What follows belongs to an exercise in optimizing a design on an open flow for small area; a production flow would make more cautious choices.
Where RTL was checked, it was by simulation tests only, not by an equivalence proof against the original.
Only the layout flow was run in run 1; the RTL was not checked for function there.
Power is estimated from default activity; no workload was simulated.

--- flow/design.v ---
package riscvPkg;
    localparam logic [3:0] stClear = 4'd0;
    localparam logic [3:0] stFetch = 4'd1;
    localparam logic [3:0] stWait1 = 4'd2;
    localparam logic [3:0] stRound1 = 4'd3;
    localparam logic [3:0] stRotate = 4'd4;
    localparam logic [3:0] stRound2 = 4'd5;
    localparam logic [3:0] stMemory = 4'd6;
    localparam logic [3:0] stWait2 = 4'd7;
    localparam logic [3:0] stTrapped = 4'd8;
    localparam logic [3:0] stFix = 4'd9;
endpackage
module registerFile
(
    input  logic clk,
    input  logic clear,
    input  logic writeEnable,
    input  logic [4:0] writeIndex,
    input  logic writeBit,
    input  logic [4:0] readIndexA,
    input  logic [4:0] readIndexB,
    output logic readBitA,
    output logic readBitB
);
    logic [31:0] head;
    assign head[0] = 1'b0;
    genvar r;
    generate
        for (r = 1; r < 32; r++)
        begin : gen_reg
            logic [31:0] ring;
            logic sel;
            assign sel = clear | (writeEnable & (writeIndex == r));
            always_ff @(posedge clk)
                ring <= {sel ? (writeBit & ~clear) : ring[0], ring[31:1]};
            assign head[r] = ring[0];
        end
    endgenerate
    assign readBitA = head[readIndexA];
    assign readBitB = head[readIndexB];
endmodule
module riscvCore
#(
    parameter logic [31:0] resetAddress = '0
)
(
    input  logic clk,
    input  logic reset,
    output logic trap,
    output logic memEnable,
    output logic memWrite,
    output logic [31:0] memAddress,
    output logic [31:0] memWriteData,
    input  logic [31:0] memReadData,
    input  logic memReady
);
    logic [3:0] state;
    logic [3:0] nextState;
    logic [4:0] cnt;
    logic first;
    logic last;
    logic [31:2] ir;
    logic [31:0] mar;
    logic [31:0] mdr;
    logic carryMain;
    logic carryInc;
    logic borrow;
    logic equalAcc;
    logic flag;
    assign first = (cnt == 5'd0);
    assign last = (cnt == 5'd31);
    logic [4:0] op;
    logic [2:0] f3;
    logic isBranch, isJal, isJalr, isLoad, isStore, isLui, isAuipc;
    logic isAluOp, isOp, isShift, isSlt, isRight;
    logic rdZero, rs2Zero, tempInMdr, tempInReg;
    logic legal;
    assign op = ir[6:2];
    assign f3 = ir[14:12];
    assign isBranch = op[4] & ~op[0];
    assign isJal = op[4] & op[1];
    assign isJalr = op[4] & op[0] & ~op[1];
    assign isLoad = ~op[4] & ~op[3] & ~op[2];
    assign isStore = ~op[4] & op[3] & ~op[2];
    assign isLui = ~op[4] & op[2] & op[0] & op[3];
    assign isAuipc = ~op[4] & op[2] & op[0] & ~op[3];
    assign isAluOp = ~op[4] & op[2] & ~op[0];
    assign isOp = isAluOp & op[3];
    assign isShift = isAluOp & (f3[1:0] == 2'b01);
    assign isSlt = isAluOp & (f3[2:1] == 2'b01);
    assign isRight = f3[2];
    assign rdZero = (ir[11:7] == 5'd0);
    assign rs2Zero = (ir[24:20] == 5'd0);
    assign tempInMdr = isBranch | (isLoad & rdZero) | (isStore & rs2Zero);
    assign tempInReg = (isLoad & ~rdZero) | (isStore & ~rs2Zero);
    always_comb
    begin
        case (memReadData[6:0])
            7'b0000011, 7'b0010011, 7'b0010111, 7'b0100011, 7'b0110011,
            7'b0110111, 7'b1100011, 7'b1100111, 7'b1101111:
                legal = 1'b1;
            default:
                legal = 1'b0;
        endcase
    end
    logic inClear, inFetch, inFix, inRound1, inRotate, inRound2, inMemory;
    assign inClear = (state == riscvPkg::stClear);
    assign inFetch = (state == riscvPkg::stFetch);
    assign inFix = (state == riscvPkg::stFix);
    assign inRound1 = (state == riscvPkg::stRound1);
    assign inRotate = (state == riscvPkg::stRotate);
    assign inRound2 = (state == riscvPkg::stRound2);
    assign inMemory = (state == riscvPkg::stMemory);
    logic immBit;
    logic immMid;
    logic immLow;
    logic immHigh;
    always_comb
    begin
        immMid = (cnt <= 5'd10) ? ir[6'd20 + {1'b0, cnt}] : ir[31];
        immLow = ir[4'd7 + {1'b0, cnt[2:0]}];
        immHigh = ir[cnt];
        if (isStore)
            immBit = (cnt <= 5'd4) ? immLow : immMid;
        else if (isBranch)
            immBit = first ? 1'b0 : (cnt <= 5'd4) ? immLow : (cnt == 5'd11) ? ir[7] : immMid;
        else if (isLui | isAuipc)
            immBit = (cnt < 5'd12) ? 1'b0 : immHigh;
        else if (isJal)
            immBit = first ? 1'b0 : (cnt <= 5'd10) ? immMid : (cnt == 5'd11) ? ir[20] :
                     (cnt <= 5'd19) ? immHigh : ir[31];
        else
            immBit = immMid;
    end
    logic rs1Bit;
    logic rs2Bit;
    logic regWrite;
    logic regBit;
    registerFile regs
    (
        .clk(clk),
        .clear(inClear),
        .writeEnable(regWrite),
        .writeIndex(isStore ? ir[24:20] : ir[11:7]),
        .writeBit(regBit),
        .readIndexA(ir[19:15]),
        .readIndexB(isLoad ? ir[11:7] : ir[24:20]),
        .readBitA(rs1Bit),
        .readBitB(rs2Bit)
    );
    logic pcBit;
    logic regB;
    logic addA;
    logic subMode;
    logic addB;
    logic carryIn;
    logic sumBit;
    logic carryOut;
    logic aluBit;
    logic borrowIn;
    logic borrowOut;
    logic equalNow;
    logic lessU;
    logic lessS;
    logic taken;
    assign pcBit = mar[0];
    assign regB = (isOp | isBranch) ? rs2Bit : immBit;
    assign addA = isLui ? 1'b0 : (isAuipc | isJal | isBranch) ? pcBit : rs1Bit;
    assign subMode = isOp & (f3 == 3'b000) & ir[30];
    assign addB = (isBranch ? immBit : regB) ^ subMode;
    assign carryIn = first ? subMode : carryMain;
    assign sumBit = addA ^ addB ^ carryIn;
    assign carryOut = (addA & addB) | (addA & carryIn) | (addB & carryIn);
    always_comb
    begin
        case (f3)
            3'b100: aluBit = rs1Bit ^ regB;
            3'b110: aluBit = rs1Bit | regB;
            3'b111: aluBit = rs1Bit & regB;
            default: aluBit = sumBit;
        endcase
    end
    assign borrowIn = ~first & borrow;
    assign borrowOut = (~rs1Bit & regB) | (~(rs1Bit ^ regB) & borrowIn);
    assign equalNow = (first | equalAcc) & ~(rs1Bit ^ regB);
    assign lessU = borrowOut;
    assign lessS = lessU ^ rs1Bit ^ regB;
    always_comb
    begin
        case (f3)
            3'b000: taken = equalNow;
            3'b001: taken = ~equalNow;
            3'b100: taken = lessS;
            3'b101: taken = ~lessS;
            3'b110: taken = lessU;
            3'b111: taken = ~lessU;
            default: taken = 1'b0;
        endcase
    end
    logic shiftLess;
    assign shiftLess = ((isRight & inRound2) ? ~cnt : cnt) < ir[29:25];
    logic incCarry;
    logic incBit;
    assign incCarry = (cnt == 5'd2) | carryInc;
    assign incBit = pcBit ^ incCarry;
    logic marShift;
    logic marIn;
    logic mdrShift;
    logic mdrIn;
    logic parkedBit;
    assign parkedBit = tempInMdr ? mdr[0] : rs2Bit;
    assign regWrite = (inRound1 & (isAluOp & ~isShift | isLui | isAuipc | isJal | isJalr | tempInReg)) |
                      (inRound2 & (isShift | tempInReg)) |
                      inFix;
    always_comb
    begin
        if (inFix)
            regBit = flag;
        else if (inRound2)
        begin
            if (isLoad | isStore)
                regBit = mdr[0];
            else if (isRight)
                regBit = shiftLess ? flag : mdr[0];
            else
                regBit = ~shiftLess & mdr[0];
        end
        else if (isAluOp)
            regBit = aluBit & ~isSlt;
        else if (isLui | isAuipc)
            regBit = sumBit;
        else
            regBit = incBit;
    end
    assign marShift = inClear | inRound1 | (inRound2 & (isBranch | isLoad | isStore));
    always_comb
    begin
        if (inClear)
            marIn = resetAddress[cnt];
        else if (inRound2)
            marIn = parkedBit;
        else if (isLoad | isStore)
            marIn = sumBit;
        else if (isJal | isJalr | isBranch)
            marIn = sumBit & ~first;
        else
            marIn = incBit;
    end
    assign mdrShift = (inRound1 & (isShift | tempInMdr | isStore)) | (inRotate & shiftLess) |
                      (inRound2 & ((isShift & (isRight | ~shiftLess)) | isBranch | isLoad | isStore));
    always_comb
    begin
        if (~inRound1)
            mdrIn = mdr[0];
        else if (isShift)
            mdrIn = rs1Bit;
        else if (tempInMdr)
            mdrIn = incBit;
        else
            mdrIn = rs2Bit;
    end
    always_comb
    begin
        nextState = state;
        case (state)
            riscvPkg::stClear:
                if (last)
                    nextState = riscvPkg::stFetch;
            riscvPkg::stFetch:
                if (memReady)
                    nextState = !legal ? riscvPkg::stTrapped : last ? riscvPkg::stRound1 : riscvPkg::stWait1;
            riscvPkg::stWait1:
                if (last)
                    nextState = riscvPkg::stRound1;
            riscvPkg::stRound1:
                if (last)
                begin
                    if (isLoad | isStore)
                        nextState = riscvPkg::stMemory;
                    else if (isShift & isRight)
                        nextState = riscvPkg::stRotate;
                    else if (isShift | (isBranch & ~taken))
                        nextState = riscvPkg::stRound2;
                    else if (isSlt)
                        nextState = riscvPkg::stFix;
                    else
                        nextState = riscvPkg::stFetch;
                end
            riscvPkg::stFix:
                nextState = riscvPkg::stFetch;
            riscvPkg::stRotate:
                if (last)
                    nextState = riscvPkg::stRound2;
            riscvPkg::stRound2:
                if (last)
                    nextState = riscvPkg::stFetch;
            riscvPkg::stMemory:
                if (memReady)
                    nextState = last ? riscvPkg::stRound2 : riscvPkg::stWait2;
            riscvPkg::stWait2:
                if (last)
                    nextState = riscvPkg::stRound2;
            default:
                nextState = riscvPkg::stTrapped;
        endcase
    end
    always_ff @(posedge clk)
    begin
        if (reset)
        begin
            state <= riscvPkg::stClear;
            cnt <= 5'd0;
        end
        else
        begin
            state <= nextState;
            cnt <= cnt + 5'd1;
        end
    end
    always_ff @(posedge clk)
    begin
        carryMain <= carryOut;
        carryInc <= pcBit & incCarry & ~last;
        borrow <= borrowOut;
        equalAcc <= equalNow;
        if (inRound1 & last)
            flag <= isShift ? (rs1Bit & ir[30]) : (f3[0] ? lessU : lessS);
        if (inFetch & memReady)
            ir <= memReadData[31:2];
        else if (inRound1 & isShift & (cnt < 5'd5))
            ir[29:25] <= {regB, ir[29:26]};
        if (marShift)
            mar <= {marIn, mar[31:1]};
        if (inMemory & memReady & isLoad & ~rdZero)
            mdr <= memReadData;
        else if (mdrShift)
            mdr <= {mdrIn, mdr[31:1]};
    end
    assign trap = (state == riscvPkg::stTrapped);
    assign memEnable = inFetch | inFix | inMemory;
    assign memWrite = inMemory & isStore;
    assign memAddress = mar;
    assign memWriteData = mdr & {32{~rs2Zero}};
endmodule
--- flow/run.sh ---
#!/bin/bash
# synth_recipe.tcl (not shown) runs the flow's synth.tcl, then flattens the netlist and writes it again
# the make line also repeats each setting of config.mk as NAME=value (left out here)
make -C /OpenROAD-flow-scripts/flow DESIGN_CONFIG=/design/flow/config.mk WORK_HOME=/design/flow/orfs CLKGATE_MAP_FILE= SYNTH_SCRIPT=/design/flow/synth_recipe.tcl finish
--- flow/config.mk ---
export PLATFORM = sky130hd
export DESIGN_NAME = riscvCore
export DESIGN_NICKNAME = riscvCore
export VERILOG_FILES = /design/flow/design.v
export SDC_FILE = /design/flow/constraint.sdc
export NUM_CORES = 4
export LEC_CHECK = 0
export CAP_MARGIN = 20
export CORE_MARGIN = 2
export CORE_UTILIZATION = 60
export CTS_BUF_LIST = sky130_fd_sc_hd__clkbuf_4 sky130_fd_sc_hd__clkbuf_8
export SLEW_MARGIN = 20
--- flow/constraint.sdc ---
create_clock -name core_clock -period 10.0 [get_ports {clk}]
set_input_delay 2.0000 -clock core_clock [delete_from_list [all_inputs] [get_ports {clk}]]
set_output_delay 2.0000 -clock core_clock [all_outputs]
set_load 0.01 [all_outputs]
==> results of run 1 <==
==> cell usage after synthesis (all sizes together), types with 7 or more instances <==
master	number
nor2b	46
a21oi	33
nor3	16
nand2b	9
dfxtp	1005
mux4	18
nand3	30
buf	16
ha	15
mux2i	51
inv	22
nand3b	13
and3	9
nand2	113
nor2	46
clkbuf	37
xnor2	11
nand4	10
mux2	44
o31ai	7
edfxtp	95
o21ai	35
==> logic make-up after synthesis <==
family	share of synthesized area, %
fa+ha+maj	0.751
flops	83.1
mux	5.15
compound gates	3.44
xor+xnor	0.380
buf+inv	1.22
simple gates	5.97
==> placed cells by master (no fill, tap or decap), drive strengths merged, types with 15 or more instances in the layout <==
cell,count
mux4,18
clkbuf,239
o21ai,35
nor3,16
a21oi,33
ha,15
clkinv,18
clkdlybuf4s50,101
nor2b,46
inv,28
mux2,44
edfxtp,95
dfxtp,1005
nor2,46
mux2i,51
nand3,30
nand2,113
==> critical path: stages (launching register included) <==
cell and delay (ns):
sky130_fd_sc_hd__dfxtp_1 0.83, sky130_fd_sc_hd__ha_1 0.56, sky130_fd_sc_hd__mux4_2 0.55, sky130_fd_sc_hd__a2111oi_0 0.48, sky130_fd_sc_hd__o31ai_1 0.16, sky130_fd_sc_hd__o41ai_1 0.14, sky130_fd_sc_hd__nor4_1 0.15, sky130_fd_sc_hd__o31ai_2 0.11
sky130_fd_sc_hd__nand2_1 0.09, sky130_fd_sc_hd__o21bai_1 0.33, sky130_fd_sc_hd__nand2_1 0.17, sky130_fd_sc_hd__ha_1 0.34, sky130_fd_sc_hd__a31oi_1 0.49, sky130_fd_sc_hd__nor2_1 0.15, sky130_fd_sc_hd__a32o_1 0.25, sky130_fd_sc_hd__nor3b_2 0.18
sky130_fd_sc_hd__nand2_1 0.08, sky130_fd_sc_hd__o22a_1 0.21
==> per-layer routing <==
metal  share of wire (%)  vias to the layer above  routed length (um)  GRT usage (%)
li1                    -                     6407                   -              -
met1                  45                     6429               22600           28.9
met2                  48                      337               24300           35.1
met3                 4.2                       97                2110           4.87
met4                 2.7                        0                1370           10.8
met5                   0                        -                   0              0
==> registers in the layout (all words and copies together), names as in the netlist, 4 cells and up <==
name and count:
regs.gen.ring 992, state 4, ir 30, mdr 32, mar 32, cnt 5
==> cell type report <==
cell class	count	area [um^2]	share of cell area, %
clock buffers	239	3060	9.39
clock inverters	33	358	1.10
inverters	22	82.6	0.253
multi-input cells	598	4350	13.3
flip-flops and latches	1100	23000	70.4
well taps	600	751	2.30
repair buffers	108	1060	3.26
==> path summary, 6_finish.rpt <==
path / end / depth (start not counted) / slack (ns)
worst max-delay path: flag / 17 / 4.47
worst min-delay path: regs.gen_reg[16].ring[29] / 0 / 0.31
worst max register to register: flag / 17 / 4.47
worst min register to register: regs.gen_reg[16].ring[29] / 0 / 0.31
==> power groups by stage <==
| stage | registers [mW] | logic [mW] | clock network (mW) |
|---|---|---|---|
| 3_5_place_dp | 4.65 | 0.270 | 0 |
| 2_1_floorplan | 4.66 | 0.109 | 0 |
| 6_report | 4.55 | 0.269 | 3.68 |
| 4_1_cts | 4.55 | 0.271 | 3.79 |
| 3_3_place_gp | 4.64 | 0.270 | 0 |
| 5_1_grt | 4.56 | 0.288 | 3.97 |
==> summary.txt, run 1 <==
Status:
- The run finished with no timing, DRC or antenna violations.

Yosys:
- In the synthesized netlist the dominant register cell turns out to be sky130_fd_sc_hd__dfxtp_1.
- After technology mapping, the gate count stands at roughly 1800.
- Dividing the synthesized area by the synthesized cell count gives 15.6 um^2.
- Synthesis produced a netlist with a net count of about 1800.
- The flip-flop and latch count after synthesis is between 1000 and 1500.
- By area the synthesized netlist is led by sky130_fd_sc_hd__dfxtp_1 (73%), sky130_fd_sc_hd__edfxtp_1 (10%), sky130_fd_sc_hd__mux2i_1 (1.8%).
- After synthesis, the share of flip-flops with an asynchronous set or reset is 0%.
- The synthesized design devotes to its leading area cell type ~73% of total area.
- Synthesis instantiated 81 different standard cells from the library.
- sky130_fd_sc_hd__dfxtp_1 takes more of the synthesized area than any other cell.
- Sequential elements use 83.1% of the synthesized area.
- After synthesis the cells add up to roughly 28000 um^2.
- For this run, the number of Yosys warnings is 2.
- The number of synthesized flops with an enable pin is between 90 and 100.

Pwr:
- The internal power of the cells totals between 6 and 7 mW.
- In this run the static leakage power is approximately 13 nW.
- Summed over all nets, the switching power comes to 1.76 mW.
- The power density normalized to cell area is approximately 260 nW/um^2.
- The relative contribution of sequential cells to total power is a little over half.
- Net switching is 20.7% of the power.
- The clock power share is ~43%.
- Across the VDD grid, the largest voltage drop is approximately 0.23 mV.
- The combinational group share of total power is under 10%.
- The power consumption is approximately 8.5 mW.

Timing:
- The final worst hold slack is roughly 0.31 ns.
- Timing would allow up to between 150 and 200 MHz.
- The number of max-slew violations in the final report came to 0.
- At the pin with the least slew margin, the transition time is between 0.9 and 1 ns.
- The part of the cycle the worst path needs is a little under three fifths.
- Setup repair after global routing left no endpoint under its margin.
- The worst clock skew on the final layout is ~0.03 ns.
- The count of endpoints failing hold in the final timing report is 0.
- Setup slack on the critical path of the routed design comes to ~4.5 ns.
- The worst path needs about 5.5 ns of the cycle, external delays included.
- Headroom to the max-slew limit came out at between 30% and 40%.
- The final count of negative-setup-slack endpoints is 0.
- Summed over all failing endpoints, the final setup total negative slack is 0 ns.

Finish:
- In the final layout, the share of cells above drive strength 1 is roughly 17%.
- The final layout contains about 2000 nets.
- The count of fill cells added during filler insertion is about 2800.
- Excluding fillers, the count of instances in the completed layout stands at 2700.
- Relative to the synthesized area, the layout overhead comes to 18.1%.
- The utilization after layout is between 70% and 80%.
- The antenna diode instance count is 0.
- Summing all non-filler instances in the final layout gives an area of 32600 um^2.

Worst setup path:
- At the worst endpoint, the arrival time is around 6.1 ns.
- The most critical setup path has its startpoint at cnt[1].
- STA classifies the critical path startpoint as a register.
- The worst register-to-register path begins at cnt[1].
- The worst setup path is of the register to register kind.
- The maximum fanout along the worst path is 17.
- The required time at the endpoint of the critical path is around 11 ns.
- The worst setup path is captured at a register.

Detailed routing:
- In the final routed layout, each cell accounts on average for approximately 19 um.
- The routed via count is 13270.
- The DRC marker count from the first detailed-route iteration is ~900.
- Summed over all layers, the routed wires come to between 50 and 60 mm.
- For this run, the detailed router's first-pass iteration total came to 5.
- The remaining number of nets flagged by the antenna check after routing is 0.
- The via density per instance is ~4.9.
- The number of remaining DRC errors is 0.

Clock network:
- Gates resized during post-CTS repair numbered 0.
- In this run, CTS created clock tree buffers numbering 153.
- The H-tree was split into 4 levels.
- The number of hold buffers added after cts is 0.
- The count of clock tree sinks is 1100.
- The total setup buffers inserted after CTS is 0.
- The clock tree root buffer cell is sky130_fd_sc_hd__clkbuf_8.
- The clock latency of the later-clocked register in the worst-skew pair is just under 0.8 ns.
- The maximum clock path buffer count is 3.
- The clock-pin slew of the registers on the worst-case setup and hold paths is approximately 0.070 ns.
- TritonCTS built the clock tree.

Global route:
- Global routing consumed, over all layers together, about 22% of the routing resources.
- The first global-routing pass estimated 79.1 mm of wire.
- The largest net degree at the start of global routing is 34.
- The initial antenna violation count was 0.
- The number of global-route vias before repair is 14005.
- For this run the aggregate overflow at the end of global routing stands at 0.

Placed design:
- The half-perimeter wire length of the detailed placement result is 29.9 mm.
- The cell total after placement is ~2400.
- Timing analysis after detailed placement gives a worst setup slack of between 4 and 5 ns.
- Routability-driven placement finished with a final weighted congestion of around 0.86.
- Summing all placed instances gives a cell area of 29200 um^2.
- Port buffering added between 100 and 150 buffers.

Die:
- For this configuration, the core starts out at a cell density of 60.8%.
- The I/O pin total is between 100 and 150.
- The die covers between 40000 and 50000 um^2.
- The number of placement rows is between 70 and 80.
- The total area inside the core boundary comes to about 45000 um^2.
- The floorplan die height is between 200 and 250 um.
- The die is 219 um wide.

Min path:
- The worst min-delay path startpoint is regs.gen_reg[16].ring[30].
- The tightest min-delay check is of the register to register type.

Job:
- Max-cap violations in this run came to 0.
==> inputs of run 2 (changes only) <==
--- a/flow/design.v
+++ b/flow/design.v
@@ -23,14 +23,23 @@
     output logic readBitB
 );
     logic [31:0] head;
+    logic [3:0] selHigh;
+    logic [7:0] selLow;
     assign head[0] = 1'b0;
+    always_comb
+    begin
+        for (int h = 0; h < 4; h++)
+            selHigh[h] = clear | (writeEnable & (writeIndex[4:3] == h));
+        for (int l = 0; l < 8; l++)
+            selLow[l] = clear | (writeIndex[2:0] == l);
+    end
     genvar r;
     generate
         for (r = 1; r < 32; r++)
         begin : gen_reg
             logic [31:0] ring;
             logic sel;
-            assign sel = clear | (writeEnable & (writeIndex == r));
+            assign sel = selHigh[r / 8] & selLow[r % 8];
             always_ff @(posedge clk)
                 ring <= {sel ? (writeBit & ~clear) : ring[0], ring[31:1]};
             assign head[r] = ring[0];
@@ -112,25 +121,20 @@
     assign inRound2 = (state == riscvPkg::stRound2);
     assign inMemory = (state == riscvPkg::stMemory);
     logic immBit;
-    logic immMid;
-    logic immLow;
-    logic immHigh;
     always_comb
     begin
-        immMid = (cnt <= 5'd10) ? ir[6'd20 + {1'b0, cnt}] : ir[31];
-        immLow = ir[4'd7 + {1'b0, cnt[2:0]}];
-        immHigh = ir[cnt];
-        if (isStore)
-            immBit = (cnt <= 5'd4) ? immLow : immMid;
-        else if (isBranch)
-            immBit = first ? 1'b0 : (cnt <= 5'd4) ? immLow : (cnt == 5'd11) ? ir[7] : immMid;
-        else if (isLui | isAuipc)
-            immBit = (cnt < 5'd12) ? 1'b0 : immHigh;
+        if (isLui | isAuipc)
+            immBit = (cnt < 5'd12) ? 1'b0 : mdr[0];
         else if (isJal)
-            immBit = first ? 1'b0 : (cnt <= 5'd10) ? immMid : (cnt == 5'd11) ? ir[20] :
-                     (cnt <= 5'd19) ? immHigh : ir[31];
+            immBit = first ? 1'b0 : (cnt <= 5'd10) ? mdr[20] : (cnt == 5'd11) ? ir[20] :
+                     (cnt <= 5'd19) ? mdr[0] : ir[31];
+        else if (isBranch)
+            immBit = first ? 1'b0 : (cnt <= 5'd4) ? mdr[7] : (cnt <= 5'd10) ? mdr[20] :
+                     (cnt == 5'd11) ? ir[7] : ir[31];
+        else if (isStore)
+            immBit = (cnt <= 5'd4) ? mdr[7] : (cnt <= 5'd10) ? mdr[20] : ir[31];
         else
-            immBit = immMid;
+            immBit = (cnt <= 5'd10) ? mdr[20] : ir[31];
     end
     logic rs1Bit;
     logic rs2Bit;
@@ -246,7 +250,7 @@
         else
             marIn = incBit;
     end
-    assign mdrShift = (inRound1 & (isShift | tempInMdr | isStore)) | (inRotate & shiftLess) |
+    assign mdrShift = inRound1 | (inRotate & shiftLess) |
                       (inRound2 & ((isShift & (isRight | ~shiftLess)) | isBranch | isLoad | isStore));
     always_comb
     begin
@@ -326,12 +330,15 @@
         if (inRound1 & last)
             flag <= isShift ? (rs1Bit & ir[30]) : (f3[0] ? lessU : lessS);
         if (inFetch & memReady)
-            ir <= memReadData[31:2];
-        else if (inRound1 & isShift & (cnt < 5'd5))
+        begin
+            ir[31:30] <= memReadData[31:30];
+            ir[24:2] <= memReadData[24:2];
+        end
+        if (inRound1 & isShift & (cnt < 5'd5))
             ir[29:25] <= {regB, ir[29:26]};
         if (marShift)
             mar <= {marIn, mar[31:1]};
-        if (inMemory & memReady & isLoad & ~rdZero)
+        if ((inFetch | (inMemory & isLoad & ~rdZero)) & memReady)
             mdr <= memReadData;
         else if (mdrShift)
             mdr <= {mdrIn, mdr[31:1]};
==> flow/flow/run.sh (new file) <==
#!/bin/bash
# Own layout flow: the standard flow (standard.sh, unchanged synthesis,
# floorplan, power grid and tap cells) with two changes to how the layout is
# made: the port buffers are the smallest buffer, and the clock tree uses
# small clock buffers with larger sink clusters and no dummy loads.
set -uo pipefail
export BUFFER_PORTS_ARGS="-buffer_cell sky130_fd_sc_hd__buf_1"
export CTS_ARGS="-sink_clustering_enable -repair_clock_nets -dont_use_dummy_load -buf_list sky130_fd_sc_hd__clkbuf_8 -sink_clustering_size 16 -sink_clustering_max_diameter 50"
bash standard.sh > standard.log 2>&1
==> flow/standard.sh (new file) <==
#!/bin/bash
# synth_recipe.tcl (not shown) runs the flow's synth.tcl, then flattens the netlist and writes it again
# the make line also repeats each setting of config.mk as NAME=value (left out here)
make -C /OpenROAD-flow-scripts/flow DESIGN_CONFIG=/design/flow/config.mk WORK_HOME=/design/flow/orfs CLKGATE_MAP_FILE= SYNTH_SCRIPT=/design/flow/synth_recipe.tcl "${@:-finish}"
==> flow/config.mk (replaced) <==
export PLATFORM = sky130hd
export DESIGN_NAME = riscvCore
export DESIGN_NICKNAME = riscvCore
export VERILOG_FILES = /design/flow/design.v
export SDC_FILE = /design/flow/constraint.sdc
export NUM_CORES = 4
export LEC_CHECK = 0
export ABC_AREA = 1
export CAP_MARGIN = 20
export CORE_MARGIN = 2
export CORE_UTILIZATION = 60
export SLEW_MARGIN = 20
removed: flow/run.sh
==> run 2 against run 1 <==
Clock-buffer cell count shrank 154. Wire length shrank 16%. Flip-flop and latch count is the same. Critical path depth grew 8. Highest routed layer unchanged. Largest cell class unchanged. Die area shrank 4.1%. Synthesized cell count grew 0.96%. Register-to-register slack gained 0.96 ns. Utilization shrank 6.5 points. Via count shrank 9.1%.
==> summary.txt, run 2 <==
Timing:
- The worst clock skew on the final layout is 0.0782 ns.
- The timing-limited maximum frequency is roughly 220 MHz.
- The post-layout minimum cycle time is roughly 4.6 ns.
- The number of max-slew violations in the final report is 0.
- Hold is met by 0.277 ns.
- The part of the cycle the worst path needs is a little under half.
- Setup violations remaining at the end of the flow were counted as 0.
- For the pin with the worst max-slew slack, the measured transition is a little over 0.9 ns.
- The relative max-transition margin is approximately 37%.
- The count of endpoints failing hold in the final timing report is 0.
- The sum of negative setup slack is 0 ns.
- Setup repair after global routing left no endpoint under its margin.

Yosys:
- The mapped netlist covers 26500 um^2.
- The mean post-synth cell area is 14.8 um^2.
- Counting flops with an async set or reset pin after synthesis yields a share of 0%.
- After technology mapping, the gate count stands at approximately 1800.
- Sequential elements use 86.7% of the synthesized area.
- Ranked by total cell area, the synthesized netlist is headed by sky130_fd_sc_hd__dfxtp_1 (76%), sky130_fd_sc_hd__edfxtp_1 (11%), sky130_fd_sc_hd__nand2_1 (2.7%).
- In this run the biggest area consumer among cell types represents between 70% and 80% of the synthesized area.
- The prevailing post-synth register cell is sky130_fd_sc_hd__dfxtp_1.
- The number of warning messages in the yosys log is 2.
- The number of nets handed over by synthesis was between 1500 and 2000.
- The number of synthesized flops with an enable pin is 95.
- Yosys instantiated no cell more often than sky130_fd_sc_hd__dfxtp_1.
- The flip-flop and latch count after synthesis is 1100.
- The cell taking the most area after synthesis is sky130_fd_sc_hd__dfxtp_1.
- The count of cell types in the netlist is 46.
- By count the netlist is led by sky130_fd_sc_hd__dfxtp_1 (1005), sky130_fd_sc_hd__nand2_1 (190), sky130_fd_sc_hd__inv_1 (116).

Finish:
- The final layout net count is between 2000 and 2500.
- The proportion of layout cells with a drive suffix above 1 is 7.47%.
- In the final layout, the registers with the most flip-flops are regs.gen.ring x992, mar x32, mdr x32.
- The library cell used most frequently in the layout, excluding fill and tap cells, is sky130_fd_sc_hd__dfxtp_1.
- The antenna diode instance count is 0.
- The flip-flop count of the largest register, all copies and words added is around 1000.
- The library cells used most frequently in the layout, excluding fill and tap cells, are sky130_fd_sc_hd__dfxtp_1 (1005), sky130_fd_sc_hd__nand2_1 (190), sky130_fd_sc_hd__inv_1 (116), sky130_fd_sc_hd__buf_1 (101), sky130_fd_sc_hd__edfxtp_1 (95).
- The count of fill cells added during filler insertion is 3202.
- The post-synthesis to final-layout area growth is 8.16%.
- The register with the most flip-flops is regs.gen.ring.

Die:
- The area of the die is between 40000 and 50000 um^2.
- Pin placement for this block handled between 100 and 150 I/O pins.
- The core region is ~44000 um^2.
- For this configuration, the core starts out at a cell density of between 60% and 70%.
- The floorplan die height is 214 um.
- The number of placement rows is 77.
- The width of the die is 214 um.

Clock network:
- The count of clock tree sinks is 1100.
- The number of hold buffers added after CTS was 0.
- The maximum level of the CTS H-tree is 3.
- The clock tree root buffer cell is sky130_fd_sc_hd__clkbuf_8.
- The number of gates resized after CTS was 0.
- Counting along the longest clock path gives a buffer depth of 3.
- Clock latency on the worst-skew pair, taken at its later pin, is 0.68 ns.
- In this run, CTS created clock tree buffers numbering 85.
- The CTS tree is built.
- The clock-pin slew of the registers on the worst-case setup and hold paths is roughly 0.09 ns.
- Once the clock tree was built, the setup fixing pass inserted 0 buffers.

Worst setup path:
- STA classifies the critical path endpoint as a register.
- The required time at the endpoint of the critical path is about 10 ns.
- The worst register-to-register path has a setup slack of about 5.4 ns.
- At the worst endpoint, the arrival time is 5.06 ns.
- The classification of the worst setup path is register to register.
- Along the worst path, the maximum fanout reaches 31.
- The endpoint of the worst-slack reg-to-reg timing path is regs.gen_reg[23].ring[31].
- The most critical setup path has its startpoint at ir[6].
- The kind of launch point of the worst setup path is a register.
- The path depth of the worst reg2reg path is 25.
- The startpoint identified for the worst register-to-register timing path is ir[6].

Min path:
- The capture endpoint of the worst hold path is regs.gen_reg[25].ring[30].
- The worst min-delay path class is register to register.
- The worst hold path begins at regs.gen_reg[25].ring[31].
- The worst hold path passes through 0 cells.

Pwr:
- For this design the total switching power over the nets is about 1.5 mW.
- In this run switching power makes up approximately a fifth of total power.
- The analysis attributes to cell leakage a power of 11.7 nW.
- Combinational logic is responsible for 2.3% of the overall power.
- The power density normalized to cell area is roughly 250 nW/um^2.
- The clock power share is 27.4%.
- The relative contribution of sequential cells to total power is 70.4%.
- Across the VDD grid, the largest voltage drop is 0.185 mV.
- The internal power contribution is between 5 and 6 mW.

Placed design:
- Detailed placement ended at an HPWL of about 28 mm.
- The number of buffers inserted by port buffering is between 100 and 150.
- The routability congestion estimate from global placement is 0.840.

Global route:
- The total routing resource utilization after global routing is 18.8%.
- The first-pass GRT wire length is around 66 mm.
- The initial antenna violation count came to 1.
- Summed over all layers, the global routing overflow is 0.
- The largest net degree at the start of global routing is 39.
- The number of global-route vias before repair is about 12000.

Detailed routing:
- The first detailed-routing pass ran for 6 iterations.
- For this block, the routed nets add up to about 42 mm of wire.
- After detailed routing, the average wire length per cell comes to around 17 um.
- The routed via count is about 12000.
- The number of remaining DRC errors is 0.
- For this block, the initial DRC count from the detailed router was 619.
- The via density per instance is 4.73.
- Once detail routing completed, the nets flagged for antenna violations numbered 0.

Status:
- The flow ran to the end and the layout has no timing, DRC or antenna violations.

Job:
- The tool flagged a number of max-cap violations equal to 0.
==> run 2: worst max-delay path by stage <==
stage | end | depth (start not counted)
3_5_place_dp | regs.gen_reg[27].ring[31] | 25
6_report | regs.gen_reg[23].ring[31] | 25
3_3_place_gp | regs.gen_reg[11].ring[31] | 25
2_1_floorplan | mdr[0] | 4
4_1_cts | regs.gen_reg[30].ring[31] | 25
5_1_grt | regs.gen_reg[31].ring[31] | 25
==> run 2: power groups by stage <==
stage	logic [mW]	registers (mW)	clock network [mW]
floorplan	0.0771	5.11	0
global placement	0.165	5.14	0
detailed placement	0.165	5.16	0
CTS	0.166	5.06	2.05
global route	0.180	5.10	2.20
finish	0.164	5.05	1.96
==> run 2: per-layer routing <==
metal	vias up	track usage, %	wire length [um]
met1	5725	26.9	20900
met5	-	0	0
li1	6023	-	-
met3	91	4.09	1690
met2	220	28.2	18600
met4	0	7.38	1250
==> run 2: cell type report <==
type / count / area (um^2) / share of cell area, %
multi-input combinational: 540 / 2890 / 10.1
tap: 592 / 741 / 2.58
sequential: 1100 / 23000 / 80.1
clock buffer: 85 / 1170 / 4.08
timing repair buffer: 108 / 432 / 1.51
inverter: 122 / 458 / 1.60
==> run 2: stage by stage <==
stage	cell area (um^2)	cells	total power [mW]	setup WS, ns	utilization, %
5_1_grt	28700	2547	7.48	4.90	65.2
6_report	28700	2547	7.18	5.43	65.2
4_1_cts	28700	2547	7.28	5.41	65.2
2_1_floorplan	26500	1790	5.19	5.88	-
3_5_place_dp	27500	2462	5.32	5.45	62.6
3_3_place_gp	27500	2462	5.31	5.60	62.6
==> run 2: logic make-up (layout without fill, tap and decap cells) <==
kind of cell / count (synthesis) / in the layout / share of synthesized area (%)
buffers and inverters: 150 / 315 / 2.41
xor gates and xnor gates: 5 / 5 / 0.165
adders and majority gates: 13 / 13 / 0.642
and+or+nand+nor: 358 / 358 / 5.93
muxes: 27 / 27 / 1.15
DFF: 1100 / 1100 / 86.7
AOI/OAI and AO/OA: 137 / 137 / 3.02
==> run 2: critical path, cell delays in order (launching register included) <==
cell and delay (ns):
sky130_fd_sc_hd__edfxtp_1 0.46, sky130_fd_sc_hd__nor2_4 0.24, sky130_fd_sc_hd__nand2_4 0.16, sky130_fd_sc_hd__nand2_1 0.13, sky130_fd_sc_hd__nand2_1 0.30, sky130_fd_sc_hd__nand2_1 0.16
sky130_fd_sc_hd__nand3_1 0.09, sky130_fd_sc_hd__nand3_1 0.12, sky130_fd_sc_hd__nand3_1 0.10, sky130_fd_sc_hd__nand3_2 0.10, sky130_fd_sc_hd__nand2_2 0.07, sky130_fd_sc_hd__nand2_2 0.07
sky130_fd_sc_hd__nand2_1 0.14, sky130_fd_sc_hd__o21ai_0 0.23, sky130_fd_sc_hd__xnor2_1 0.11, sky130_fd_sc_hd__fa_1 0.53, sky130_fd_sc_hd__a21oi_1 0.04, sky130_fd_sc_hd__a2111oi_0 0.46
sky130_fd_sc_hd__nor2_1 0.08, sky130_fd_sc_hd__nand2_1 0.08, sky130_fd_sc_hd__nand2_1 0.04, sky130_fd_sc_hd__o21ai_1 0.07, sky130_fd_sc_hd__nand2_1 0.07, sky130_fd_sc_hd__o211ai_2 0.06
sky130_fd_sc_hd__buf_4 0.33, sky130_fd_sc_hd__a31oi_1 0.14
==> inputs of run 3 (changes only) <==
==> flow/flow/run.sh (replaced) <==
#!/bin/bash
# Own layout flow: the standard flow (standard.sh, unchanged synthesis,
# floorplan, power grid and tap cells) with two changes to how the layout is
# made: the port buffers are the smallest buffer, and the clock tree uses
# small clock buffers with larger sink clusters and no dummy loads.
set -uo pipefail
export BUFFER_PORTS_ARGS="-buffer_cell sky130_fd_sc_hd__buf_1"
export CTS_ARGS="-sink_clustering_enable -repair_clock_nets -dont_use_dummy_load -buf_list sky130_fd_sc_hd__clkbuf_8 -sink_clustering_size 22 -sink_clustering_max_diameter 45"
bash standard.sh > standard.log 2>&1
==> run 3 against run 2 <==
Critical path depth unchanged. Fmax up 0.49%. Sequential power about the same. Final cell count is 0.43% lower. Critical endpoint is now regs.gen_reg[5].ring[31]. Combinational power barely moved. Largest power group unchanged. Hold slack got worse by 0.025 ns. Utilization fell by 0.34 points.
==> summary.txt, run 3 <==
Status:
- The flow ran to the end and the layout has no timing, DRC or antenna violations.

Pwr:
- The power density normalized to cell area is about 250 nW/um^2.
- The peak ir drop on the vdd network is between 0.15 and 0.2 mV.
- The leakage component of the power is 11.6 nW.

Detailed routing:
- The number of detailed-route iterations in the first pass is 5.
- For this block, the initial DRC count from the detailed router was slightly below 700.
- The number of remaining DRC errors is 0.
- The via density per instance is between 4 and 5.
- The remaining number of nets flagged by the antenna check after routing is 0.
- Detailed routing inserted a total of 12012 vias.
- Dividing the detail-routed wire length by the instance count gives between 15 and 20 um.
- Summed over all layers, the routed wires come to between 40 and 50 mm.

Yosys:
- When the netlist entered floorplanning its net count stood at 1838.
- In this run the biggest area consumer among cell types represents 75.9% of the synthesized area.
- In this run, synthesis produced a sequential element count of 1100.
- The mean post-synth cell area is 14.8 um^2.
- Synthesis instantiated 46 different standard cells from the library.
- The share of flip-flops with an asynchronous set or reset after synthesis is 0%.
- The sequential-to-total area share from yosys stat is between 80% and 90%.
- The prevailing post-synth register cell is sky130_fd_sc_hd__dfxtp_1.
- Ranked by total cell area, the synthesized netlist is headed by sky130_fd_sc_hd__dfxtp_1 (76%), sky130_fd_sc_hd__edfxtp_1 (11%), sky130_fd_sc_hd__nand2_1 (2.7%).
- After technology mapping, the gate count stands at between 1500 and 2000.
- Counting flops with a built-in enable in the synthesized netlist gives between 90 and 100.
- Counting instances in the post-synthesis netlist gives the leading cell types as sky130_fd_sc_hd__dfxtp_1 (1005), sky130_fd_sc_hd__nand2_1 (190), sky130_fd_sc_hd__inv_1 (116).
- Yosys printed 2 warnings.
- The most frequent cell after synthesis is sky130_fd_sc_hd__dfxtp_1.
- sky130_fd_sc_hd__dfxtp_1 takes more of the synthesized area than any other cell.
- In this run the cell area of the synthesized design comes to 26500 um^2.

Timing:
- The timing-limited maximum frequency is approximately 220 MHz.
- The count of endpoints failing hold in the final timing report is 0.
- For the pin with the worst max-slew slack, the measured transition is just over 0.9 ns.
- On the final layout, the worst clock skew is around 0.097 ns.
- The clock period could shrink to approximately 4.5 ns.
- The worst pin sits at a relative slew slack of between 30% and 40%.
- The number of max-slew violations in the final report was 0.
- The part of the cycle the worst path needs is 45.5%.
- Setup repair after global routing left no endpoint under its margin.
- The sum of negative setup slack is 0 ns.
- The final count of negative-setup-slack endpoints is 0.

Die:
- The floorplan has 77 rows.
- The floorplan step set the die height to ~210 um.
- The I/O pin total is roughly 100.
- The core box area is between 40000 and 50000 um^2.
- Once the floorplan was initialized, standard cells occupied 60.3% of the core.
- In this run the horizontal extent of the chip is 214 um.
- The area of the die is about 46000 um^2.

Finish:
- The library cells used most frequently in the layout, excluding fill and tap cells, are sky130_fd_sc_hd__dfxtp_1 (1005), sky130_fd_sc_hd__nand2_1 (190), sky130_fd_sc_hd__inv_1 (116), sky130_fd_sc_hd__buf_1 (101), sky130_fd_sc_hd__edfxtp_1 (95).
- The post-synthesis to final-layout area growth is 7.59%.
- The antenna diode instance count is 0.
- The utilization after layout is approximately two thirds.
- The count of non-filler cells in the finished layout is between 2000 and 3000.
- The post-route netlist has under 10% of its cells at a drive strength greater than 1.
- The flip-flop count of the largest register, all copies and words added is 992.
- The final layout net count is around 2000.
- The library cell used most frequently in the layout, excluding fill and tap cells, is sky130_fd_sc_hd__dfxtp_1.
- The largest registers in the layout are regs.gen.ring x992, mar x32, mdr x32.
- The count of fill cells added during filler insertion is 3206.
- The register with the most flip-flops is regs.gen.ring.

Global route:
- The number of global-route vias before repair is 12002.
- The largest net degree at the start of global routing is 39.
- The initial antenna violation count is 1.
- For this run, the total global-route usage over all layers was measured as between 15 and 20%.
- The total overflow left after global routing is 0.
- The first global-routing pass estimated ~65 mm of wire.

Worst setup path:
- Of all nets on the critical path, the largest fanout is 31.
- The longest individual stage delay on the worst path is around 0.53 ns.
- The slowest library cell on the worst path is sky130_fd_sc_hd__fa_1.
- The setup path with the least slack is of type register to register.
- The worst path arrival time is approximately 5 ns.
- The category of the worst setup path capture point is a register.
- Counting stages on the worst path, the most repeated cell is sky130_fd_sc_hd__nand2_1.
- The required time at the endpoint of the critical path is 10.45 ns.
- STA classifies the critical path startpoint as a register.

Placed design:
- The congestion estimate from routability-driven global placement came to about 0.84.
- The number of placed instances, taps included, is 2462.
- The half-perimeter wire length of the detailed placement result is roughly 28 mm.
- The number of buffers inserted by port buffering is slightly above 100.

Clock network:
- The CTS buffer count is 74.
- The tree is rooted in a sky130_fd_sc_hd__clkbuf_8.
- The clock latency of the later-clocked register in the worst-skew pair is between 0.6 and 0.7 ns.
- Post-CTS repair changed the size of 0 cells.
- The CTS tree is built.
- After clock tree synthesis, the clock-pin slew on the worst setup and hold paths is around 0.11 ns.
- Buffers added to address setup during post-CTS repair amount to 0.
- The maximum level of the CTS H-tree is 3.
- The count of clock tree sinks is between 1000 and 1500.
- The clock passes through at most 3 buffers.
- For this design, the CTS-stage hold fixing added 0 buffers.

Job:
- The max-capacitance violation count is 0.

Min path:
- The worst min-delay path class is register to register.
-- run 3: cell types whose count changed in the layout (fill, tap and decap cells not counted) --
cell / delta
sky130_fd_sc_hd__clkbuf_8: -11
-- run 3: final cells by class --
cell class	count	area (um^2)	area share, %
multi-input combinational	540	2890	10.1
clock buffer	74	1020	3.57
timing repair buffer	108	432	1.51
inverter	122	458	1.61
sequential	1100	23000	80.6
tap	592	741	2.60
-- run 3: cells by family after synthesis --
logic type	Yosys count	share of synthesized area (%)
compound gates	137	3.02
xor+xnor	5	0.165
fa+ha+maj	13	0.642
buf+inv	150	2.41
flops	1100	86.7
mux	27	1.15
simple gates	358	5.93
-- run 3: stage by stage --
stage                     instance area, um^2  hold WS (ns)  power (mW)  setup WS [ns]
after global routing                    28500         0.243        7.35           4.88
after detailed placement                27500         0.312        5.32           5.45
after global placement                  27500         0.310        5.31           5.60
after floorplan                         26500         0.310        5.19           5.88
after CTS                               28500         0.251        7.14           5.42
final                                   28500         0.252        7.05           5.45
-- run 3: where the power goes --
part           internal [mW]  total (mW)  switching (mW)  leakage [nW]
Combinational         0.0532       0.164           0.111          1.98
Sequential              4.91        5.05           0.142          9.07
Clock                  0.668        1.83            1.17         0.532
Total                   5.63        7.05            1.42          11.6
-- run 3: per-layer routing --
metal	part of all wire (%)	GRT usage, %	vias to the layer above	wire (um)
met1	50	26.8	5716	20600
met4	2.8	7.64	0	1140
li1	-	-	5997	-
met3	4.2	3.42	72	1750
met5	0	0	-	0
met2	43	27.6	227	18000
-- run 3: worst paths after layout --
| path | startpoint | slack (ns) | depth (start not counted) | end |
|---|---|---|---|---|
| max | ir[6] | 5.45 | 25 | regs.gen_reg[5].ring[31] |
| min reg2reg | regs.gen_reg[20].ring[24] | 0.25 | 0 | regs.gen_reg[20].ring[23] |
| max reg2reg | ir[6] | 5.45 | 25 | regs.gen_reg[5].ring[31] |
| min | regs.gen_reg[20].ring[24] | 0.25 | 0 | regs.gen_reg[20].ring[23] |
-- run 3: worst max-delay path: cells and delay by family (launching register included) --
kind,cells,cell delay (ns)
compound gates,6,0.98
xor+xnor,1,0.11
simple gates,16,1.93
fa+ha+maj,1,0.53
flops,1,0.46
buf+inv,1,0.33
==> inputs of run 4 (changes only) <==
==> flow/flow/run.sh (replaced) <==
#!/bin/bash
# Own layout flow: the standard flow (standard.sh, unchanged synthesis,
# floorplan, power grid and tap cells) with two changes to how the layout is
# made: the port buffers are the smallest buffer, and the clock tree uses
# small clock buffers with larger sink clusters and no dummy loads.
set -uo pipefail
export BUFFER_PORTS_ARGS="-buffer_cell sky130_fd_sc_hd__buf_1"
export CTS_ARGS="-sink_clustering_enable -repair_clock_nets -dont_use_dummy_load -buf_list sky130_fd_sc_hd__clkbuf_8 -sink_clustering_size 20 -sink_clustering_max_diameter 60"
bash standard.sh > standard.log 2>&1
==> run 4 against run 3 <==
Still clean. First-iteration DRC count increased by 3.2%. Register-to-register slack improved by 0.04 ns. Die area unchanged. Largest cell class unchanged.
==> summary.txt, run 4 <==
Status:
- The run finished with no timing, DRC or antenna violations.

Detailed routing:
- Once detail routing completed, the nets flagged for antenna violations numbered 0.
- The DRC marker count from the first detailed-route iteration is 710.
- For this block, the via count after detailed routing is ~12000.
- After detailed routing, the average wire length per cell comes to approximately 16 um.
- The number of detailed-route iterations in the first pass is 5.
- The via density per instance is approximately 4.7.
- After detailed routing, the total wire length is about 42 mm.
- The number of remaining DRC errors is 0.

Finish:
- The largest registers in the layout are regs.gen.ring x992, mar x32, mdr x32.
- Leaving out fill and tap cells, the most frequent cell in the layout is sky130_fd_sc_hd__dfxtp_1.
- The library cells used most frequently in the layout, excluding fill and tap cells, are sky130_fd_sc_hd__dfxtp_1 (1005), sky130_fd_sc_hd__nand2_1 (190), sky130_fd_sc_hd__inv_1 (116), sky130_fd_sc_hd__buf_1 (101), sky130_fd_sc_hd__edfxtp_1 (95).
- The finished layout holds roughly 2500 standard cells, fillers aside.
- Ranked by flip-flop count, first place goes to regs.gen.ring.
- The flip-flop count of the largest register, all copies and words added is ~1000.
- The net count of the finished layout is slightly below 2000.
- Cells with a size suffix above 1 make up 6.70% of the layout.
- Relative to the synthesized area, the layout overhead comes to 7.34%.

Placed design:
- The worst setup slack before clock tree synthesis is 5.45 ns.
- Including well taps, the total number of placed cells is 2462.
- Detailed placement ended at an HPWL of between 20 and 30 mm.
- The number of buffers inserted by port buffering is 101.
- At the end of routability-driven placement, the weighted congestion stood at ~0.84.

Yosys:
- The sequential-to-total area share from yosys stat is 86.7%.
- The most frequent cell after synthesis is sky130_fd_sc_hd__dfxtp_1.
- Each instance of the synthesized netlist takes up on average about 15 um^2.
- The number of synthesized flops with an enable pin is 95.
- Yosys attributes the largest share of cell area to sky130_fd_sc_hd__dfxtp_1 (76%), sky130_fd_sc_hd__edfxtp_1 (11%), sky130_fd_sc_hd__nand2_1 (2.7%).
- Counting every net in the synthesized netlist gives about 1800.
- Counting flops and latches in the post-synthesis netlist gives 1100.
- The mapped netlist covers between 20000 and 30000 um^2.
- Counting distinct cell types in the post-synthesis netlist gives 46.
- The prevailing post-synth register cell is sky130_fd_sc_hd__dfxtp_1.
- The cell taking the most area after synthesis is sky130_fd_sc_hd__dfxtp_1.
- Ranked by instance count, the synthesized netlist is headed by sky130_fd_sc_hd__dfxtp_1 (1005), sky130_fd_sc_hd__nand2_1 (190), sky130_fd_sc_hd__inv_1 (116).
- During synthesis, Yosys emitted a total of 2 warnings.
- Synthesis produced a netlist whose cell count is between 1500 and 2000.
- The top cell type by area accounts for 75.9% of the synthesized area.
- The share of flip-flops with an asynchronous set or reset after synthesis is 0%.

Timing:
- Setup repair after global routing left no endpoint under its margin.
- The final count of negative-setup-slack endpoints is 0.
- The relative max-transition margin is between 30 and 40%.
- The worst clock skew on the final layout is between 0.08 and 0.09 ns.
- Based on the critical path, the design can be clocked at up to 222 MHz.
- The final critical path takes up a little under half of the cycle.
- The final worst hold slack is around 0.26 ns.
- The sum of negative setup slack is 0 ns.
- Setup slack closes at about 5.5 ns.
- The count of endpoints failing hold in the final timing report is 0.
- The pin slew with the least headroom to its limit is approximately 0.99 ns.
- The post-layout minimum cycle time is 4.51 ns.
- The number of max-slew violations in the final report was 0.

Clock network:
- TritonCTS built the clock tree.
- The maximum clock path buffer count is 3.
- The number of gates given a new drive strength after cts is 0.
- The H-tree was split into 3 levels.
- The count of clock tree sinks is 1100.
- After clock tree synthesis, the clock-pin slew on the worst setup and hold paths is 0.11 ns.
- The clock latency of the later-clocked register in the worst-skew pair is ~0.68 ns.
- The number of clock buffers added by TritonCTS is slightly below 70.
- CTS placed an instance of sky130_fd_sc_hd__clkbuf_8 at the clock tree root.
- The total setup buffers inserted after CTS is 0.
- Buffers inserted to repair hold after CTS numbered 0.

Global route:
- For met3 alone, demand over resource in global routing was slightly below 4%.
- The number of global-route vias before repair is between 10000 and 15000.
- The total routing resource utilization after global routing is a little under a fifth.
- The layer carrying the most global-route usage is met2.
- The initial antenna violation count came to 2.
- In the global route stage, met2 resource usage came out at about 28%.
- The first global-routing pass estimated 65.2 mm of wire.
- The global-route track usage on met1 is 26.8%.
- Global routing finished with a remaining overflow of 0.
- The largest net degree at the start of global routing is 39.

Die:
- Once the floorplan was initialized, standard cells occupied 60.3% of the core.
- The floorplan has 77 rows.
- The I/O pin total is slightly above 100.
- The floorplan die height is 214 um.
- The area of the die is around 46000 um^2.
- The core region is 43900 um^2.
- The width of the die is around 210 um.

Worst setup path:
- The kind of launch point of the worst setup path is a register.
- The worst setup path is of the register to register kind.
- The required time at the endpoint of the critical path is between 10 and 15 ns.
- The maximum fanout along the worst path is 31.
- The worst path arrival time is 4.96 ns.
- The category of the worst setup path capture point is a register.

Pwr:
- The power density normalized to cell area is between 200 and 250 nW/um^2.
- Summing internal, switching and leakage power gives roughly 7 mW.
- The peak ir drop on the vdd network is between 0.15 and 0.2 mV.
- Summed over all cells, the static leakage comes to 11.5 nW.

Job:
- Across the run, the number of max-cap violations was 0.

Min path:
- The min-delay analysis places its worst path in the category register to register.
-- run 4: cell counts after synthesis --
No cell type changed its count.
-- run 4: critical path, cell delays in order (launching register included) --
cell                        delay [ns]
sky130_fd_sc_hd__edfxtp_1         0.46
sky130_fd_sc_hd__nor2_4           0.24
sky130_fd_sc_hd__nand2_4          0.17
sky130_fd_sc_hd__nand2_1          0.13
sky130_fd_sc_hd__nand2_1          0.28
sky130_fd_sc_hd__nand2_1          0.15
sky130_fd_sc_hd__nand3_1          0.08
sky130_fd_sc_hd__nand3_1          0.13
sky130_fd_sc_hd__nand3_1          0.10
sky130_fd_sc_hd__nand3_2          0.10
sky130_fd_sc_hd__nand2_2          0.07
sky130_fd_sc_hd__nand2_2          0.07
sky130_fd_sc_hd__nand2_1          0.14
sky130_fd_sc_hd__o21ai_0          0.22
sky130_fd_sc_hd__xnor2_1          0.11
sky130_fd_sc_hd__fa_1             0.53
sky130_fd_sc_hd__a21oi_1          0.04
sky130_fd_sc_hd__a2111oi_0        0.46
sky130_fd_sc_hd__nor2_1           0.08
sky130_fd_sc_hd__nand2_1          0.08
sky130_fd_sc_hd__nand2_1          0.04
sky130_fd_sc_hd__o21ai_1          0.07
sky130_fd_sc_hd__nand2_1          0.07
sky130_fd_sc_hd__o211ai_2         0.06
sky130_fd_sc_hd__buf_4            0.33
sky130_fd_sc_hd__a31oi_1          0.12
-- run 4: power breakdown --
part / switching, mW / internal [mW]
clock network: 1.17 / 0.625
registers: 0.142 / 4.91
logic: 0.111 / 0.0532
-- run 4: path summary, 6_finish.rpt --
kind / start / endpoint / slack [ns] / depth (start not counted)
hold / removal: regs.gen_reg[25].ring[31] / regs.gen_reg[25].ring[30] / 0.26 / 0
hold reg to reg: regs.gen_reg[25].ring[31] / regs.gen_reg[25].ring[30] / 0.26 / 0
setup / recovery: ir[6] / regs.gen_reg[25].ring[31] / 5.49 / 25
setup reg to reg: ir[6] / regs.gen_reg[25].ring[31] / 5.49 / 25
-- run 4: area by class of cell --
cell class              instances  area, um^2
inverters                     122         458
multi-input cells             540        2890
well taps                     592         741
diodes                          1        2.50
fillers                      3219       15500
repair buffers                108         432
clock buffers                  69         950
flip-flops and latches       1100       23000
-- run 4: cell families after synthesis --
| kind of cell | count (synthesis) | synth area share, % |
|---|---|---|
| AO/OA/AOI/OAI | 137 | 3.02 |
| XOR/XNOR | 5 | 0.165 |
| adder cells (fa/ha/maj) | 13 | 0.642 |
| buffers and inverters | 150 | 2.41 |
| flip-flops | 1100 | 86.7 |
| multiplexers | 27 | 1.15 |
| AND/OR/NAND/NOR | 358 | 5.93 |
-- run 4: routing by layer --
layer  vias up  wire length (um)
met5         -                 0
met1      5694             20800
met2       244             18100
met3        88              1650
li1       5994                 -
met4         0              1220
-- run 4: metrics by stage --
step / area [um^2] / util, %
global placement: 27500 / 62.6
global route: 28400 / 64.8
floorplan: 26500 / -
detailed placement: 27500 / 62.6
finish: 28400 / 64.8
CTS: 28400 / 64.7

==> separate check: timing with driven ports <==
Ports are ideal in the flow. The routed layouts listed here were re-timed in OpenROAD.
Step 1, drivers: a clkbuf_16 drives clk and a buf_2 each remaining input, both assumed.
Step 2, shift: input delay + t, output delay - t, t = (earliest + latest rising clock arrival at the registers) / 2. This alone moves slack from input paths to output paths.
Slacks: no drivers / after step 1 / after step 2; pairs: no drivers / after step 1.
run | t (ns) | setup WS [ns] | worst setup path after step 2 | latest minus earliest clock arrival (ns) | cell pins on the clock port's net
run 1 | 0.820 | 4.471 / 4.471 / 4.471 | register to register | 0.033 / 0.032 | 1
run 2 | 0.698 | 5.430 / 5.430 / 5.430 | register to register | 0.078 / 0.078 | 1
run 3 | 0.674 | 5.452 / 5.452 / 5.452 | register to register | 0.097 / 0.098 | 1
run 4 | 0.693 | 5.487 / 5.487 / 5.487 | register to register | 0.086 / 0.086 | 1
After both steps setup and hold are still met in every run listed.
